What follows belongs to an exercise in optimizing a design on an open flow for small area, a short achievable clock period and few clock cycles; a production flow would make more cautious choices. RTL that was checked went through simulation tests only; none was proved equivalent to the original. Power figures rest on the tool's default switching activity, not on a simulated workload.

Setup of run a:
==> flow/design.v <==
`default_nettype none
package kmp_pkg;
    localparam int MAX_PATTERN   = 16;
    localparam int IDX_BITS      = $clog2(MAX_PATTERN);
    localparam int LEN_BITS      = IDX_BITS + 1;
    localparam int POSITION_BITS = 16;
    localparam int MATCH_BITS    = 16;
    localparam int CFG_BITS      = 64;
    localparam int PAT_BITS      = 8 * MAX_PATTERN;
    typedef logic [7:0]          t_byte;
    typedef logic [IDX_BITS-1:0] t_idx;
    typedef logic [LEN_BITS-1:0] t_len;    
    typedef logic [PAT_BITS-1:0] t_pattern;
    typedef enum logic [1:0] {
        CFG_PAT_LOW  = 2'd0,
        CFG_PAT_HIGH = 2'd1,
        CFG_PAT_LEN  = 2'd2
    } t_cfg_idx;
    typedef struct packed {
        logic busy;    
        logic clear;   
    } t_ctrl;
    function automatic t_byte pat_byte(input t_pattern pat, input t_idx k);
        pat_byte = pat[8*k +: 8];
    endfunction
endpackage
`default_nettype wire
`default_nettype none
module kmp_substring_search
(
    input  wire                 i_clk,
    input  wire                 i_rst_n,
    input  wire                 i_cfg_we,
    input  wire [1:0]           i_cfg_index,
    input  wire [63:0]          i_cfg_data,
    input  wire                 i_text_valid,
    input  wire [7:0]           i_text_byte,
    input  wire                 i_text_is_final,
    output wire                 o_text_ready,
    output wire                 o_result_valid,
    output wire                 o_result_found,
    output wire [15:0]          o_result_index,
    input  wire                 i_result_ready
);
    logic [63:0] r_pat_lo;
    logic [63:0] r_pat_hi;
    logic        r_lo_ok;      
    logic        r_hi_ok;      
    logic [4:0]  r_nn;         
    logic        r_clear_d;    
    logic        cfg_hit;
    logic [4:0]  cfg_len;
    logic [4:0]  cfg_nn;
    assign cfg_hit = i_cfg_we && (i_cfg_index != 2'd3);
    assign cfg_len = (i_cfg_data[4] && |i_cfg_data[3:0]) ? 5'd16 : i_cfg_data[4:0];
    always_comb begin
        logic lower;
        lower = 1'b0;
        for (int i = 0; i < 5; i++) begin
            cfg_nn[i] = cfg_len[i] ^ lower;
            lower     = lower | cfg_len[i];
        end
    end
    always_ff @(posedge i_clk) begin
        if (i_cfg_we && i_cfg_index == 2'd0) r_pat_lo <= i_cfg_data;
        if (i_cfg_we && i_cfg_index == 2'd1) r_pat_hi <= i_cfg_data;
    end
    always_ff @(posedge i_clk) begin
        if (!i_rst_n) begin
            r_lo_ok   <= 1'b0;
            r_hi_ok   <= 1'b0;
            r_nn      <= '0;
            r_clear_d <= 1'b0;
        end else begin
            r_clear_d <= cfg_hit;
            if (i_cfg_we && i_cfg_index == 2'd0) r_lo_ok <= 1'b1;
            if (i_cfg_we && i_cfg_index == 2'd1) r_hi_ok <= 1'b1;
            if (i_cfg_we && i_cfg_index == 2'd2) r_nn <= cfg_nn;
        end
    end
    logic [15:0] m_last;
    logic        n_zero;
    logic        n_le1;
    always_comb begin
        for (int k = 0; k < 16; k++) begin
            m_last[k] = (r_nn == 5'(32 - (k + 1)));
        end
    end
    assign n_zero = (r_nn == 5'd0);
    assign n_le1  = (r_nn == 5'd0) || (r_nn == 5'd31);
    logic [15:0] q_start;
    logic        q_at_sat;
    always_comb begin
        logic lower;
        lower = 1'b1;
        for (int i = 0; i < 5; i++) begin
            q_start[i] = !n_zero && (r_nn[i] ^ lower);
            lower      = lower & r_nn[i];
        end
    end
    assign q_start[15:5] = {11{!n_le1}};
    logic        r_rdy;
    logic        r_frz;
    logic        r_v1, r_f1;
    logic [7:0]  r_b1;
    logic [15:0] r_d;
    logic        r_v2, r_f2, r_h2;
    logic        r_ans;
    logic [15:0] r_q;          
    logic [4:0]  r_r;          
    logic        r_stale;      
    logic        r_out_valid;
    logic        r_out_found;
    logic [15:0] eq;
    logic        zb;
    logic [15:0] dn;
    logic        hit1;
    assign zb = (r_b1 == 8'd0);
    always_comb begin
        for (int k = 0; k < 8; k++) begin
            eq[k]     = r_lo_ok ? (r_b1 == r_pat_lo[8*k +: 8]) : zb;
            eq[k + 8] = r_hi_ok ? (r_b1 == r_pat_hi[8*k +: 8]) : zb;
        end
    end
    assign dn   = {r_d[14:0], 1'b1} & eq;
    assign hit1 = n_zero || |(dn & m_last);
    logic decide2;
    logic issue;
    logic ans_n;
    assign decide2 = r_v2 && !r_ans && (r_h2 || r_f2);
    assign issue   = !r_frz && decide2;
    assign ans_n   = (!r_frz && r_v2) ? (!r_f2 && (r_ans || r_h2)) : r_ans;
    logic proc2;
    logic cnt2;
    logic new2;
    logic release_q;
    logic [4:0] r_n;
    logic [4:0] r_inc;
    logic       r_n_pos;       
    logic stale_n;
    logic hold_n;
    logic maybe_n;
    logic out_valid_n;
    assign proc2       = !r_frz && r_v2;
    assign cnt2        = proc2 && !r_ans && !r_f2;
    assign new2        = issue ? r_f2 : (proc2 && r_f2);    
    assign release_q   = r_stale && !r_out_valid;
    assign r_inc[0] = !r_r[0];
    for (genvar i = 1; i < 5; i++) begin : g_rinc
        assign r_inc[i] = r_r[i] ^ (&r_r[i-1:0]);
    end
    assign r_n         = new2 ? q_start[4:0] : (cnt2 ? r_inc : r_r);
    assign r_n_pos     = new2 ? n_le1 : (!r_r[4] || (cnt2 && &r_r));
    assign stale_n     = (r_stale && !release_q) || (new2 && (issue || r_out_valid));
    assign out_valid_n = issue || (r_out_valid && !i_result_ready);
    assign hold_n      = out_valid_n || stale_n;
    assign maybe_n     = r_frz ? (r_v2 && !r_ans && (r_f2 || !r_r[4]))
                               : (r_v1 && !ans_n && (r_f1 || r_n_pos));
    logic [15:0] q_inc;
    logic [15:0] q_carry;
    assign q_at_sat = (&r_q[15:5]) && (r_q[4:0] == r_nn);
    assign q_carry[0] = !q_at_sat;
    for (genvar i = 1; i < 16; i++) begin : g_carry
        assign q_carry[i] = !q_at_sat && (&r_q[i-1:0]);
    end
    assign q_inc = r_q ^ q_carry;
    always_ff @(posedge i_clk) begin
        if (!i_rst_n) begin
            r_rdy       <= 1'b0;
            r_frz       <= 1'b0;
            r_v1        <= 1'b0;
            r_v2        <= 1'b0;
            r_d         <= '0;
            r_ans       <= 1'b0;
            r_out_valid <= 1'b0;
        end else if (cfg_hit) begin
            r_rdy       <= 1'b1;
            r_frz       <= 1'b0;
            r_v1        <= 1'b0;
            r_v2        <= 1'b0;
            r_d         <= '0;
            r_ans       <= 1'b0;
            r_out_valid <= out_valid_n;
        end else begin
            r_frz       <= hold_n && maybe_n;
            r_rdy       <= !(hold_n && maybe_n);
            r_out_valid <= out_valid_n;
            if (!r_frz) begin
                r_v1 <= i_text_valid && r_rdy;
                r_v2 <= r_v1;
                if (r_v1) r_d <= r_f1 ? 16'd0 : dn;
            end
            r_ans <= ans_n;
        end
    end
    always_ff @(posedge i_clk) begin
        if (!i_rst_n) begin
            r_q     <= '0;
            r_stale <= 1'b0;
        end else if (r_clear_d) begin
            r_q     <= q_start;
            r_stale <= 1'b0;
        end else begin
            r_stale <= stale_n;
            if (issue) begin
                if (!r_h2) r_q <= '0;
            end else if (release_q) begin
                r_q <= cnt2 ? {{11{r_inc[4]}}, r_inc} : {{11{r_r[4]}}, r_r};
            end else if (proc2 && !r_out_valid) begin
                if (r_f2)        r_q <= q_start;
                else if (!r_ans) r_q <= q_inc;
            end
        end
    end
    always_ff @(posedge i_clk) begin
        r_r <= r_n;
    end
    always_ff @(posedge i_clk) begin
        if (!r_frz) begin
            r_b1 <= i_text_byte;
            r_f1 <= i_text_is_final;
            r_h2 <= hit1;
            r_f2 <= r_f1;
        end
        if (issue) r_out_found <= r_h2;
    end
    assign o_text_ready   = r_rdy;
    assign o_result_valid = r_out_valid;
    assign o_result_found = r_out_found;
    assign o_result_index = r_q;
endmodule
`default_nettype wire
export LEC_CHECK = 0
export CAP_MARGIN = 20
export CORE_MARGIN = 2
export CORE_UTILIZATION = 40
export PLACE_DENSITY = 0.6
export SETUP_SLACK_MARGIN = 3.4
export SLEW_MARGIN = 20
create_clock -name core_clock -period 5.5 [get_ports {i_clk}]
standard.sh (not shown) runs the stock make flow with config.mk's settings and CLKGATE_MAP_FILE= SYNTH_SCRIPT=/design/flow/synth_recipe.tcl, a recipe that flattens the netlist after the stock synthesis.
==> flow/flow/run.sh <==
#!/bin/bash
set -euo pipefail
bash standard.sh \
  "BUFFER_PORTS_ARGS=-buffer_cell sky130_fd_sc_hd__buf_1" \
  "CTS_ARGS=-sink_clustering_enable -repair_clock_nets -dont_use_dummy_load" \
  finish > standard_flow.log 2>&1
Run a has completed all stages; timing, DRC and antenna checks passed.
Setup changes, run a to run b
- SETUP_SLACK_MARGIN changed from 3.4 to 3.6
## What came out
Minimum setup slack in the final design is lower on run b
Against run a, final worst hold slack in run b came out better.
Relative to run a, highest clock rate has decreased by about 1.1% in run b.
Total power consumption of the routed design went up slightly going from run a to run b.
Looking at endpoint required time on the critical path across run b and run a, the one that comes out lower is run b.
Going from run a to run b, relative contribution of combinational cells to total power climbed 0.3 points; global-route usage went up.
When run b is measured against run a, its maximum vdd drop turns out about 4% higher.
Run a has a lower design area than run b.
Function was not checked in any run of this note: the RTL went through the layout flow alone.

========
## build 92
kmp_substring_search, a different RTL version from the one above (not shown whole).
Size in the first run: roughly 660 cells after synthesis, about 8500 um2 of cells after synthesis.
==> flow/config.mk <==
export PLATFORM = sky130hd
export DESIGN_NAME = kmp_substring_search
export DESIGN_NICKNAME = kmp_substring_search
export VERILOG_FILES = /design/flow/design.v
export SDC_FILE = /design/flow/constraint.sdc
export NUM_CORES = 4
export LEC_CHECK = 0
export CAP_MARGIN = 20
export CORE_MARGIN = 2
export CORE_UTILIZATION = 40
export PLACE_DENSITY = 0.6
export SETUP_SLACK_MARGIN = 3.55
export SLEW_MARGIN = 20
==> flow/constraint.sdc <==
create_clock -name core_clock -period 5.5 [get_ports {i_clk}]
set_input_delay 1.1000 -clock core_clock [delete_from_list [all_inputs] [get_ports {i_clk}]]
set_output_delay 1.1000 -clock core_clock [all_outputs]
set_load 0.01 [all_outputs]
==> flow/flow/run.sh <==
#!/bin/bash
set -euo pipefail
bash standard.sh \
  "BUFFER_PORTS_ARGS=-buffer_cell sky130_fd_sc_hd__buf_1" \
  "CTS_ARGS=-sink_clustering_enable -repair_clock_nets -dont_use_dummy_load -root_buf sky130_fd_sc_hd__clkbuf_16 -buf_list sky130_fd_sc_hd__clkbuf_16 -sink_clustering_size 15 -sink_clustering_max_diameter 80" \
  finish > standard_flow.log 2>&1
Build 92 reached the final stage; the timing, design-rule and antenna checks on its layout passed.
### build 92 -> build 79
- a change of SETUP_SLACK_MARGIN from 3.55 to 3.45
==> flow/flow/run.sh <==
#!/bin/bash
set -euo pipefail
bash standard.sh \
  "BUFFER_PORTS_ARGS=-buffer_cell sky130_fd_sc_hd__buf_1" \
  "CTS_ARGS=-sink_clustering_enable -repair_clock_nets -dont_use_dummy_load -root_buf sky130_fd_sc_hd__clkbuf_16 -buf_list sky130_fd_sc_hd__clkbuf_8 -sink_clustering_size 15 -sink_clustering_max_diameter 80" \
  finish > standard_flow.log 2>&1
==> run notes <==
- Aggregate global-route resource usage on build 79 is down relative to build 92.
- Build 79 vs. build 92: fraction of the core area covered by cells at the end of the flow lost 3.0 points; minimum clock period neither gained nor lost much; net count reported at finish lost 26.
- Comparing build 92 with build 79, the count of endpoints failing hold in the final timing report came out essentially unchanged.
- Across both runs, sequential portion of the cell area was higher for build 79 than for build 92.
Input changes introduced in build 13 (baseline for comparison: build 79):
==> flow/flow/run.sh <==
#!/bin/bash
set -euo pipefail
bash standard.sh \
  "BUFFER_PORTS_ARGS=-buffer_cell sky130_fd_sc_hd__buf_1" \
  "CTS_ARGS=-sink_clustering_enable -repair_clock_nets -dont_use_dummy_load -root_buf sky130_fd_sc_hd__clkbuf_16 -buf_list sky130_fd_sc_hd__clkbuf_16 -sink_clustering_size 15 -sink_clustering_max_diameter 80" \
  finish > standard_flow.log 2>&1
[summary]
- The worst ir drop on vdd of build 13 is higher than that of build 79.
- Summary of build 13 over build 79: clock transition time at the flip-flop clock pins of the worst setup and hold paths down 0.02 ns, final worst slack up 0.058 ns.
- The share of the clock period used by the worst path reported for build 13 is smaller than that of build 79 by 1.1 points.
- Build 13 reports a higher standby leakage power than build 79 does.
Changes in build 47 relative to build 13:
- swapping 3.45 for 3.4 in SETUP_SLACK_MARGIN
## What came out
Power: build 47 draws less than build 13
Re number of top-level pins: no difference whatsoever between build 47 and build 13.
Setup slack in build 47 is smaller than in build 13.
Re share of total power consumed by net switching: build 47 is 0.33 points down on build 13.
On static leakage, build 47 does better than build 13.
Of the two candidates, build 13 has the better clock period minus final worst setup slack and build 47 the worse one.
Build 47 has count of buffers not belonging to the clock network in the layout below what build 13 had.
In build 47 the routed wire length turned out 2.8% lower than in build 13.
### build 47 -> build 9
- changing SETUP_SLACK_MARGIN from 3.4 to 3.5
==> flow/flow/run.sh <==
#!/bin/bash
set -euo pipefail
bash standard.sh \
  "BUFFER_PORTS_ARGS=-buffer_cell sky130_fd_sc_hd__buf_1" \
  "CTS_ARGS=-sink_clustering_enable -repair_clock_nets -dont_use_dummy_load -root_buf sky130_fd_sc_hd__clkbuf_16 -buf_list sky130_fd_sc_hd__clkbuf_8 -sink_clustering_size 15 -sink_clustering_max_diameter 80" \
  finish > standard_flow.log 2>&1
### Flow results
Count of state elements after synthesis came out exactly the same in build 47 and build 9.
Routed wire length, build 47 and build 9, lower one = build 47.
From build 9 to build 47, area fraction in and, or, nand and nor cells after synthesis did not move at all.
Sort build 47 and build 9 by fraction of power consumed by the clock network, descending, and build 47 comes first.
Comparing build 47 and build 9, the higher utilization was measured on build 9.
Build 47 → build 9: number of standard cells in the layout, taps in and fillers out now larger, global-route usage grew by 0.82 points, power went down 220 uW, met3 usage in global routing went down 0.82 points.
Function was not checked in any run of this note: the RTL went through the layout flow alone.

========
job 101:
kmp_substring_search, a different RTL version from the one above (not shown whole).
Size in the first run: ~700 cells after synthesis, about 200 flip-flops, roughly 99 I/O pins.
export LEC_CHECK = 0
export CAP_MARGIN = 20
export CORE_MARGIN = 2
export CORE_UTILIZATION = 40
export PLACE_DENSITY = 0.6
export SETUP_SLACK_MARGIN = 3.45
export SLEW_MARGIN = 20
create_clock -name core_clock -period 5.5 [get_ports {i_clk}]
==> flow/flow/run.sh <==
#!/bin/bash
set -euo pipefail
bash standard.sh \
  "BUFFER_PORTS_ARGS=-buffer_cell sky130_fd_sc_hd__buf_1" \
  "CTS_ARGS=-sink_clustering_enable -repair_clock_nets -dont_use_dummy_load -root_buf sky130_fd_sc_hd__clkbuf_16 -buf_list sky130_fd_sc_hd__clkbuf_8 -sink_clustering_size 12 -sink_clustering_max_diameter 60" \
  finish > standard_flow.log 2>&1
Job 101 has completed all stages; timing, DRC and antenna checks passed.
Testbench counts of job 101, summed over its fixed seeds: cycles 19,925.
Edits applied to the flow inputs when going from job 101 to job 102:
==> flow/run.sh (new file) <==
#!/bin/bash
# synth_recipe.tcl (not shown) runs the flow's synth.tcl, then flattens the netlist and writes it again
# the make line also repeats each setting of config.mk as NAME=value (left out here)
make -C /OpenROAD-flow-scripts/flow DESIGN_CONFIG=/design/flow/config.mk WORK_HOME=/design/flow/orfs CLKGATE_MAP_FILE= SYNTH_SCRIPT=/design/flow/synth_recipe.tcl finish
-- flow/config.mk --
<<< job 101, line 10
export CORE_UTILIZATION = 40
export PLACE_DENSITY = 0.6
export SETUP_SLACK_MARGIN = 3.45
>>> job 102, line 10
export CORE_UTILIZATION = 60
export PLACE_DENSITY = 0.75
export SETUP_SLACK_MARGIN = 3.6
removed: flow/flow/run.sh
removed: flow/standard.sh
Compared with job 101, in job 102 global-route usage grew by 9.8 points, clock-buffer cell count grew by about 40%. Changes observed in job 102 relative to job 101: count of non-filler cells in the finished layout lost 42, die area lost 33%. Critical path class: register to primary output -> job 101, register to register -> job 102.
### job 102 -> job 103
==> flow/flow/run.sh (new file) <==
#!/bin/bash
set -euo pipefail
bash standard.sh \
  "BUFFER_PORTS_ARGS=-buffer_cell sky130_fd_sc_hd__buf_1" \
  "CTS_ARGS=-sink_clustering_enable -repair_clock_nets -dont_use_dummy_load -root_buf sky130_fd_sc_hd__clkbuf_16 -buf_list sky130_fd_sc_hd__clkbuf_16 -sink_clustering_size 15 -sink_clustering_max_diameter 80" \
  finish > standard_flow.log 2>&1
==> flow/standard.sh (new file) <==
#!/bin/bash
# synth_recipe.tcl (not shown) runs the flow's synth.tcl, then flattens the netlist and writes it again
# the make line also repeats each setting of config.mk as NAME=value (left out here)
make -C /OpenROAD-flow-scripts/flow DESIGN_CONFIG=/design/flow/config.mk WORK_HOME=/design/flow/orfs CLKGATE_MAP_FILE= SYNTH_SCRIPT=/design/flow/synth_recipe.tcl "${@:-finish}"
-- flow/config.mk --
<<< job 102, line 10
export CORE_UTILIZATION = 60
export PLACE_DENSITY = 0.75
>>> job 103, line 10
export CORE_UTILIZATION = 40
export PLACE_DENSITY = 0.6
removed: flow/run.sh
- The share of the cycle needed by the critical path after routing reported for job 103 is smaller than that of job 102 by 3.1 points.
- The final reports for job 103 and job 102 show transition time of the tightest slew-check pin lower in the former.
- Placed instance area shrinks by a few percent when moving from job 102 to job 103.
- When the final numbers for job 103 and job 102 were put side by side, the combinational group power turned out to be smaller in job 103.
- The maximum clock frequency number comes out higher for job 103 vs job 102.
- From job 102 to job 103 the numbers moved as follows: multi-input logic area now sits lower; cell area now sits lower; final critical delay including setup and external delays now sits lower; relative contribution of combinational cells to total power now sits lower; total power of the final layout now sits lower.
- Of job 103 and job 102, the run reporting the higher global-route usage was job 102.
- A termination of the worst setup path of r_h2$_DFFE_PN_ is what job 102 shows, while o_result_index[15] belongs to job 103.
Input changes introduced in job 104 (baseline for comparison: job 103):
-- flow/config.mk --
<<< job 103, line 10
export CORE_UTILIZATION = 40
export PLACE_DENSITY = 0.6
export SETUP_SLACK_MARGIN = 3.6
>>> job 104, line 10
export CORE_UTILIZATION = 50
export PLACE_DENSITY = 0.65
export SETUP_SLACK_MARGIN = 3.45
==> run notes <==
Comparing job 103 with job 104, the power came out essentially unchanged. On depth of the most critical reg-to-reg path: job 104 sits above job 103. Number of placed instances with taps included | job 104 below job 103. Between job 103 and job 104, the final net count does not differ in any meaningful way. When job 104 is set beside job 103, its area after detailed placement turns out to be 1.6% smaller. Job 103 → job 104: number of standard-cell rows in the floorplan -11%; detailed-route wire length per cell +3.2%; die area -about 20%; total wire length -2.2%; clock-pin slew reported for the worst setup and hold paths after clock tree synthesis ~0 delta. Compared with job 103, job 104 shows area of all placed cells without fillers that has gone down by a few percent.

## separate check: timing with driven ports
No port has a modelled driver above. Below, the same layouts with a new extraction and two added sets of constraints.
Step 1 (the two cells are an assumption about what drives the block):
set clk [get_ports {i_clk}]
set_driving_cell -lib_cell sky130_fd_sc_hd__clkbuf_16 $clk
set_driving_cell -lib_cell sky130_fd_sc_hd__buf_2 [delete_from_list [all_inputs] $clk]
Step 2 also shifts input and output timing later by t, the mid clock arrival at the registers, as if the neighbouring blocks saw the same clock.
Slacks: ideal / step 1 / step 2; pairs: ideal / step 1.
run | t (ns) | slack for setup (ns) | worst hold slack (ns) | worst register clock-pin slew, ns
run a | 0.473 | 3.029 / 3.029 / 2.932 | 0.485 / 0.485 / 0.485 | 0.08 / 0.08
run b | 0.463 | 3.001 / 3.001 / 3.001 | 0.511 / 0.511 / 0.511 | 0.08 / 0.08
build 92 | 0.459 | 3.376 / 3.381 / 2.922 | 0.436 / 0.436 / 0.436 | 0.07 / 0.07
build 79 | 0.420 | 3.374 / 3.375 / 2.955 | 0.448 / 0.448 / 0.448 | 0.11 / 0.11
build 13 | 0.457 | 3.432 / 3.427 / 2.970 | 0.440 / 0.440 / 0.440 | 0.07 / 0.07
build 47 | 0.454 | 3.381 / 3.387 / 2.936 | 0.429 / 0.429 / 0.429 | 0.07 / 0.07
build 9 | 0.420 | 3.347 / 3.349 / 2.928 | 0.442 / 0.442 / 0.442 | 0.10 / 0.10
job 101 | 0.499 | 3.446 / 3.401 / 3.066 | 0.488 / 0.488 / 0.488 | 0.08 / 0.08
job 102 | 0.542 | 3.246 / 3.246 / 3.111 | 0.496 / 0.496 / 0.496 | 0.06 / 0.06
job 103 | 0.514 | 3.417 / 3.371 / 3.161 | 0.484 / 0.484 / 0.484 | 0.07 / 0.07
job 104 | 0.510 | 3.440 / 3.396 / 2.982 | 0.501 / 0.501 / 0.501 | 0.07 / 0.07
After both steps every run listed still meets setup and hold. The setup slack of build 13, which loses most, moves by -0.005 ns with the drivers and by -0.462 ns with both steps.
